This is an optimization exercise on Yosys and OpenROAD, whose aim is small area and few clock cycles per item, not a production implementation.
At most, simulation tests tie the RTL to the original design; equivalence was not proved.

// fp_mul_pipe
module fp_mul_pipe #(
   parameter int EXP_W = 8,
   parameter int MAN_W = 23
) (
   input  logic                     clk,
   input  logic                     rst,
   input  logic                     in_valid,
   output logic                     in_ready,
   input  logic [EXP_W+MAN_W:0]     in_a,
   input  logic [EXP_W+MAN_W:0]     in_b,
   output logic                     out_valid,
   input  logic                     out_ready,
   output logic [EXP_W+MAN_W:0]     out_z,
   output logic [3:0]               out_flags
);
Size: about 1700 cells after synthesis, roughly 39 flip-flops, roughly 110 I/O pins.
export LEC_CHECK = 0
export ABC_AREA = 1
export CAP_MARGIN = 20
export CORE_MARGIN = 2
export CORE_UTILIZATION = 40
export SLEW_MARGIN = 20
export SYNTH_HIERARCHICAL = 1
create_clock -name core_clock -period 8.5 [get_ports {clk}]
standard.sh (not shown) runs the stock make flow with config.mk's settings and CLKGATE_MAP_FILE= SYNTH_SCRIPT=/design/flow/synth_recipe.tcl, a recipe that flattens the netlist after the stock synthesis.
==> flow/flow/run.sh <==
#!/bin/bash
# The standard layout, with plain buf_1 cells as the port buffers.
set -euo pipefail
bash standard.sh "BUFFER_PORTS_ARGS=-buffer_cell sky130_fd_sc_hd__buf_1" finish > standard_flow.log 2>&1
Testbench counts at the start, summed over its fixed seeds: cycles 12,008, items 12,000.
Rerun with:
--- a/flow/design.v
+++ b/flow/design.v
@@ -28,24 +28,23 @@
    logic [25:0] u;
    logic ov;
    logic [25:0] r_p;
    logic r_st, r_sgn, r_spec, r_qnan, r_inf, r_inv;
    assign r_qnan = r_p[25];
    assign r_inf = r_p[24];
    assign r_inv = r_p[23];
    logic [EXP_W:0] r_e;
    logic p47, guard, sticky, rnd, cy, ovf, unf;
    logic [24:0] mm;
    logic [MAN_W-1:0] frac_r;
-   logic [MAN_W:0] ic;
-   logic [EXP_W:0] ex;
+   logic [EW2-1:0] exp_f;
    assign adv = !ov || out_ready;
    assign in_ready = adv;
    assign out_valid = ov;
    assign ea = in_a[W-2:MAN_W];
    assign eb = in_b[W-2:MAN_W];
    assign fa = in_a[MAN_W-1:0];
    assign fb = in_b[MAN_W-1:0];
    assign a_nan = &ea && |fa;
    assign b_nan = &eb && |fb;
    assign a_inf = &ea && !(|fa);
    assign b_inf = &eb && !(|fb);
@@ -2128,44 +2127,40 @@
       for (int i = 0; i <= 22; i++) nz22 = nz22 | (za[i] & zb[22-i]);
    end
    always_ff @(posedge clk) begin
       if (rst) begin
          ov <= 1'b0;
       end else if (adv) begin
          ov <= in_valid;
       end
       if (adv) begin
          r_p <= spec ? {any_nan || (any_inf && any_zero), any_inf, any_nan ? snan : (any_inf && any_zero), u[22:0]} : u;
          r_st <= !nz22;
-         r_e <= (EXP_W+1)'(ea) + (EXP_W+1)'(eb) + (EXP_W+1)'(1);
+         r_e <= (EXP_W+1)'(ea) + (EXP_W+1)'(eb);
          r_sgn <= sgn;
          r_spec <= spec;
       end
    end
    assign p47 = r_p[25];
    assign mm = p47 ? r_p[25:1] : r_p[24:0];
    assign guard = mm[0];
    assign sticky = r_st || (p47 && r_p[0]);
    assign rnd = guard && (sticky || mm[1]);
-   assign ic[0] = rnd;
-   for (genvar j = 0; j < MAN_W; j++) begin : g_inc
-      fpm_ha u_inc (.a(mm[j+1]), .b(ic[j]), .s(frac_r[j]), .co(ic[j+1]));
-   end
-   assign cy = rnd && (&mm[MAN_W:1]);
-   assign ex = r_e + (EXP_W+1)'(p47) + (EXP_W+1)'(cy);
-   assign ovf = ex >= (EXP_W+1)'(EMAX + 128);
-   assign unf = ex <= (EXP_W+1)'(128);
+   assign {cy, frac_r} = {1'b0, mm[23:1]} + 24'(rnd);
+   assign exp_f = EW2'(r_e) - EW2'(BIAS) + EW2'(p47) + EW2'(cy);
+   assign ovf = !exp_f[EW2-1] && (exp_f[EW2-2:0] >= (EW2-1)'(EMAX));
+   assign unf = exp_f[EW2-1] || (exp_f == '0);
    assign out_z = r_spec ? (r_qnan ? QNAN : {r_sgn, r_inf ? {EXP_W{1'b1}} : {EXP_W{1'b0}}, {MAN_W{1'b0}}}) :
                   ovf ? {r_sgn, {EXP_W{1'b1}}, {MAN_W{1'b0}}} :
                   unf ? {r_sgn, {(W-1){1'b0}}} :
-                  {r_sgn, !ex[EXP_W-1], ex[EXP_W-2:0], frac_r};
+                  {r_sgn, exp_f[EXP_W-1:0], frac_r};
    assign out_flags = r_spec ? {r_inv, 3'b000} : ovf ? 4'b0101 : unf ? 4'b0011 : {3'b000, guard || sticky};
 endmodule
 module fpm_fa (
    input  logic a,
    input  logic b,
    input  logic c,
    output logic s,
    output logic co
 );
    assign s = a ^ b ^ c;
    assign co = (a & b) | (a & c) | (b & c);
The changed run ran to the end with no violations. Flip-flop and latch count stays the same. Global-route usage climbs by 0.16 points. Routed wire length rises slightly. Via count rises slightly. Design area is about the same. Non-clock buffer count fell by 17. Clock skew climbs by 4.0 ps. Maximum frequency goes down by a few percent. Worst setup slack is worse by 210 ps. Synthesized area climbs slightly. Die area goes up slightly.
Testbench counts after the change, summed over its fixed seeds: cycles 12,008, items 12,000.

* * *

== orange ==
Another version of the RTL of fp_mul_pipe (not shown whole).
For scale: about 37 flip-flops, ~110 I/O pins, roughly 0.017 sq mm of cells after synthesis.
Settings: LEC_CHECK=0, ABC_AREA=1, CAP_MARGIN=20, CORE_MARGIN=2, CORE_UTILIZATION=40, SLEW_MARGIN=20, SYNTH_HIERARCHICAL=1; clock period 8.5 ns.
run.sh (not shown) runs the stock make flow with config.mk's settings and CLKGATE_MAP_FILE= SYNTH_SCRIPT=/design/flow/synth_recipe.tcl, a recipe that flattens the netlist after the stock synthesis.
Stock flow here: none of the scripts above is used.
> inputs changed (orange -> purple)
--- a/flow/design.v
+++ b/flow/design.v
@@ -26,26 +26,25 @@
    logic [W-1:0] spec_z;
    logic [3:0] spec_f;
    logic [47:0] px, py;
    logic [23:0] za, zb;
    logic nz22, nz23, p47;
    logic c22, c23, c24, lx22, lx23, ua0, p22, p23, p24, rnd0, rnd1, k1one, k1two, k0one, k0two, c1_1, c1_0;
    logic [23:1] up_p;
    logic [22:1] up_G, up_P;
-   logic [23:1] s0, s1;
-   logic sel11, sel10, sel01, sel00, m1top, m0top;
+   logic [23:0] m1, m0;
    logic [8:0] esum0;
    logic [2:0] ovf_k, unf_k, kill_k;
    logic [EXP_W-1:0] ek [3];
    logic [EXP_W-1:0] ez_k [3];
    logic [3:0] fl_k [3];
    logic inc1, inc2, kill;
    logic [MAN_W-1:0] frac_r;
-   logic guard, sticky;
+   logic guard, sticky, ovf, unf;
    logic [W-1:0] res_z;
    logic [3:0] res_f;
    logic ov;
    logic [W-1:0] oz;
    logic [3:0] of;
    assign adv = !ov || out_ready;
    assign in_ready = adv;
    assign out_valid = ov;
@@ -2425,59 +2424,52 @@
       for (int i = 0; i <= 22; i++) nz22 = nz22 | (za[i] & zb[22-i]);
       for (int i = 0; i <= 23; i++) nz23 = nz23 | (za[i] & zb[23-i]);
    end
    assign p22 = lx22 ^ c22;
    assign p23 = lx23 ^ c23;
    assign p24 = ua0 ^ c24;
    assign rnd1 = p23 && (p24 || !nz23);
    assign rnd0 = p22 && (p23 || !nz22);
+   assign p47 = up_p[23] ^ (up_G[22] | (up_P[22] & c24 & ua0));
    assign k1two = c24 && rnd1;
    assign k1one = c24 ^ rnd1;
    assign k0two = c24 && p23 && p22;
    assign k0one = c24 ^ (p23 && p22);
    assign c1_1 = k1two || (k1one && ua0);
    assign c1_0 = k0two || (k0one && ua0);
    always_comb begin
-      s0[1] = up_p[1];
-      s1[1] = !up_p[1];
+      m1[0] = ua0 ^ k1one;
+      m1[1] = up_p[1] ^ c1_1;
+      m0[0] = ua0 ^ k0one;
+      m0[1] = up_p[1] ^ c1_0;
       for (int i = 2; i < 24; i++) begin
-         s0[i] = up_p[i] ^ up_G[i-1];
-         s1[i] = up_p[i] ^ (up_G[i-1] | up_P[i-1]);
+         m1[i] = up_p[i] ^ (up_G[i-1] | (up_P[i-1] & c1_1));
+         m0[i] = up_p[i] ^ (up_G[i-1] | (up_P[i-1] & c1_0));
       end
    end
-   assign p47 = (c24 && ua0) ? s1[23] : s0[23];
-   assign sel11 = p47 && c1_1;
-   assign sel10 = p47 && !c1_1;
-   assign sel01 = !p47 && c1_0;
-   assign sel00 = !p47 && !c1_0;
-   always_comb begin
-      frac_r[0] = p47 ? (ua0 ^ k1one) : (p23 ^ rnd0);
-      frac_r[1] = (sel11 && s1[1]) || (sel10 && s0[1]) || (!p47 && (ua0 ^ k0one));
-      for (int j = 2; j < 23; j++)
-         frac_r[j] = (sel11 && s1[j]) || (sel10 && s0[j]) || (sel01 && s1[j-1]) || (sel00 && s0[j-1]);
-   end
-   assign m1top = c1_1 ? s1[23] : s0[23];
-   assign m0top = c1_0 ? s1[23] : s0[23];
+   assign frac_r = p47 ? m1[22:0] : {m0[21:0], p23 ^ rnd0};
    assign guard = p47 ? p23 : p22;
    assign sticky = p47 ? !nz23 : !nz22;
    assign esum0 = 9'(ea) + 9'(eb);
    always_comb begin
       for (int k = 0; k < 3; k++) begin
          ovf_k[k] = esum0 >= 9'(EMAX + BIAS - k);
          unf_k[k] = esum0 <= 9'(BIAS - k);
          ek[k] = EXP_W'(esum0 + 9'(k + 2 ** EXP_W - BIAS));
          kill_k[k] = spec || ovf_k[k] || unf_k[k];
          ez_k[k] = spec ? spec_z[W-2:MAN_W] : ovf_k[k] ? {EXP_W{1'b1}} : unf_k[k] ? '0 : ek[k];
          fl_k[k] = spec ? spec_f : ovf_k[k] ? 4'b0101 : unf_k[k] ? 4'b0011 : 4'b0000;
       end
    end
-   assign inc2 = p47 && !m1top;
-   assign inc1 = p47 ? m1top : m0top;
-   assign kill = p47 ? kill_k[1] : kill_k[0];
+   assign inc2 = p47 && !m1[23];
+   assign inc1 = p47 ? m1[23] : m0[23];
+   assign ovf = inc2 ? ovf_k[2] : inc1 ? ovf_k[1] : ovf_k[0];
+   assign unf = inc2 ? unf_k[2] : inc1 ? unf_k[1] : unf_k[0];
+   assign kill = inc2 ? kill_k[2] : inc1 ? kill_k[1] : kill_k[0];
    assign res_z = {spec ? spec_z[W-1] : sgn,
                    inc2 ? ez_k[2] : inc1 ? ez_k[1] : ez_k[0],
                    kill ? spec_z[MAN_W-1:0] : frac_r};
    assign res_f = (inc2 ? fl_k[2] : inc1 ? fl_k[1] : fl_k[0]) | {3'b000, !spec && (guard || sticky)};
    always_ff @(posedge clk) begin
       if (rst) begin
          ov <= 1'b0;
       end else if (adv) begin
[summary]
The final layout from purple, which completed every stage, passed the timing, DRC and antenna checks at the end of the flow.
Diff purple..orange | sequential cell area fraction in the yosys report | negligible
purple: time the final worst path needs with I/O delays and setup is 13 ps higher than what orange reported.
Worst path required time, orange and purple, lower one = purple.
Status: sequential share of layout area parity (orange, purple)
Compared with orange, purple has less setup slack.
orange -> purple: clock latency reported for the late side of the worst-skew pair flat
Testbench counts of purple, summed over its fixed seeds: cycles 12,008, items 12,000.
No functional check of the RTL was part of orange.

* * *

Setup of v6:
fp_mul_pipe again, from the RTL that the note above started with.
Settings: LEC_CHECK=0, ABC_AREA=1, CAP_MARGIN=20, CORE_MARGIN=2, CORE_UTILIZATION=40, GPL_TIMING_DRIVEN=0, SLEW_MARGIN=20, SYNTH_HIERARCHICAL=1, TNS_END_PERCENT=0; clock period 8.5 ns.
Changes in v7 relative to v6:
--- a/flow/design.v
+++ b/flow/design.v
@@ -28,22 +28,21 @@
    logic [47:0] px, py;
    logic [23:0] za, zb;
    logic nz22, nz23, p47;
    logic c22, c23, c24, lx22, lx23, ua0, p22, p23, p24, rnd0, rnd1, k1one, k1two, k0one, k0two, c1_1, c1_0;
    logic [23:1] up_p;
    logic [22:1] up_G, up_P;
-   logic [23:1] s0, s1;
-   logic sel11, sel10, sel01, sel00, m1top, m0top;
+   logic [23:0] m1, m0;
    logic [8:0] esum0;
    logic [2:0] ovf_k, unf_k, kill_k;
    logic [EXP_W-1:0] ek [3];
    logic [EXP_W-1:0] ez_k [3];
    logic [3:0] fl_k [3];
    logic inc1, inc2, kill;
    logic [MAN_W-1:0] frac_r;
-   logic guard, sticky;
+   logic guard, sticky, ovf, unf;
    logic [W-1:0] res_z;
    logic [3:0] res_f;
    logic ov;
    logic [W-1:0] oz;
    logic [3:0] of;
    assign adv = !ov || out_ready;
@@ -2427,39 +2426,30 @@
    end
    assign p22 = lx22 ^ c22;
    assign p23 = lx23 ^ c23;
    assign p24 = ua0 ^ c24;
    assign rnd1 = p23 && (p24 || !nz23);
    assign rnd0 = p22 && (p23 || !nz22);
+   assign p47 = up_p[23] ^ (up_G[22] | (up_P[22] & c24 & ua0));
    assign k1two = c24 && rnd1;
    assign k1one = c24 ^ rnd1;
    assign k0two = c24 && p23 && p22;
    assign k0one = c24 ^ (p23 && p22);
    assign c1_1 = k1two || (k1one && ua0);
    assign c1_0 = k0two || (k0one && ua0);
    always_comb begin
-      s0[1] = up_p[1];
-      s1[1] = !up_p[1];
+      m1[0] = ua0 ^ k1one;
+      m1[1] = up_p[1] ^ c1_1;
+      m0[0] = ua0 ^ k0one;
+      m0[1] = up_p[1] ^ c1_0;
       for (int i = 2; i < 24; i++) begin
-         s0[i] = up_p[i] ^ up_G[i-1];
-         s1[i] = up_p[i] ^ (up_G[i-1] | up_P[i-1]);
+         m1[i] = up_p[i] ^ (up_G[i-1] | (up_P[i-1] & c1_1));
+         m0[i] = up_p[i] ^ (up_G[i-1] | (up_P[i-1] & c1_0));
       end
    end
-   assign p47 = (c24 && ua0) ? s1[23] : s0[23];
-   assign sel11 = p47 && c1_1;
-   assign sel10 = p47 && !c1_1;
-   assign sel01 = !p47 && c1_0;
-   assign sel00 = !p47 && !c1_0;
-   always_comb begin
-      frac_r[0] = p47 ? (ua0 ^ k1one) : (p23 ^ rnd0);
-      frac_r[1] = (sel11 && s1[1]) || (sel10 && s0[1]) || (!p47 && (ua0 ^ k0one));
-      for (int j = 2; j < 23; j++)
-         frac_r[j] = (sel11 && s1[j]) || (sel10 && s0[j]) || (sel01 && s1[j-1]) || (sel00 && s0[j-1]);
-   end
-   assign m1top = c1_1 ? s1[23] : s0[23];
-   assign m0top = c1_0 ? s1[23] : s0[23];
+   assign frac_r = p47 ? m1[22:0] : {m0[21:0], p23 ^ rnd0};
    assign guard = p47 ? p23 : p22;
    assign sticky = p47 ? !nz23 : !nz22;
    assign esum0 = 9'(ea) + 9'(eb);
    always_comb begin
       for (int k = 0; k < 3; k++) begin
          ovf_k[k] = esum0 >= 9'(EMAX + BIAS - k);
@@ -2467,15 +2457,17 @@
          ek[k] = EXP_W'(esum0 + 9'(k + 2 ** EXP_W - BIAS));
          kill_k[k] = spec || ovf_k[k] || unf_k[k];
          ez_k[k] = spec ? spec_z[W-2:MAN_W] : ovf_k[k] ? {EXP_W{1'b1}} : unf_k[k] ? '0 : ek[k];
          fl_k[k] = spec ? spec_f : ovf_k[k] ? 4'b0101 : unf_k[k] ? 4'b0011 : 4'b0000;
       end
    end
-   assign inc2 = p47 && !m1top;
-   assign inc1 = p47 ? m1top : m0top;
-   assign kill = p47 ? kill_k[1] : kill_k[0];
+   assign inc2 = p47 && !m1[23];
+   assign inc1 = p47 ? m1[23] : m0[23];
+   assign ovf = inc2 ? ovf_k[2] : inc1 ? ovf_k[1] : ovf_k[0];
+   assign unf = inc2 ? unf_k[2] : inc1 ? unf_k[1] : unf_k[0];
+   assign kill = inc2 ? kill_k[2] : inc1 ? kill_k[1] : kill_k[0];
    assign res_z = {spec ? spec_z[W-1] : sgn,
                    inc2 ? ez_k[2] : inc1 ? ez_k[1] : ez_k[0],
                    kill ? spec_z[MAN_W-1:0] : frac_r};
    assign res_f = (inc2 ? fl_k[2] : inc1 ? fl_k[1] : fl_k[0]) | {3'b000, !spec && (guard || sticky)};
    always_ff @(posedge clk) begin
       if (rst) begin
--- outcome ---
v6 has higher number of multi-input combinational cells than v7.
Compared v7 vs v6, and cell area after synthesis is down in v7.
Per the comparison of v7 with v6, first-pass GRT wire length dropped 1.8%; share of the synthesized area in compound gates (AO/OA/AOI/OAI) climbed 2.1 points; adder and majority gate portion of the synthesized area barely changed; total nets after synthesis dropped 85.
v7 vs v6: number of non-clock buffers in the layout down
Compared with v6, in v7 stage delay of the slowest cell on the critical path rose 80 ps, combined global-route utilization of all metal layers fell 0.17 points.
Testbench counts of v7, summed over its fixed seeds: cycles 12,008, items 12,000.
No functional check of the RTL was part of v6.

## separate check: timing with driven ports
The flow's constraints put no driver on any port. The routed layouts listed below were extracted and timed again, unchanged, in two steps.
Step 1 assumes that a clkbuf_16 drives the clock port and a buf_2 every other input.
Step 2 adds t to the input delays and takes it off the output delays; t is the mean of the earliest and latest rising clock arrival at the registers after step 1. Input paths then give back, and output paths get back, about the clock's delay inside the block.
Slacks: ideal ports / drivers / drivers and shift; pairs: ideal ports / drivers.
run	shift t [ns]	setup slack, ns	hold WS [ns]	worst setup path at the end	pins driven straight from the clock port
the first run of note 1	0.317	0.812 / 0.825 / 0.512	0.857 / 0.857 / 0.857	input to register	1
the second run of note 1	0.317	0.598 / 0.612 / 0.296	1.139 / 1.139 / 1.139	input to register	1
orange	0.331	0.353 / 0.363 / 0.032	1.157 / 1.157 / 1.157	input to register	1
purple	0.308	0.339 / 0.318 / 0.010	0.875 / 0.875 / 0.875	input to register	1
v6	0.334	0.163 / 0.180 / -0.154	0.640 / 0.640 / 0.640	input to register	1
v7	0.314	0.154 / 0.175 / -0.139	1.137 / 1.137 / 1.137	input to register	1
Met with ideal ports but missed after step 2: setup timing in v6 and v7. For purple, which loses most, drivers alone change the setup slack by -0.021 ns; drivers and shift together by -0.329 ns.
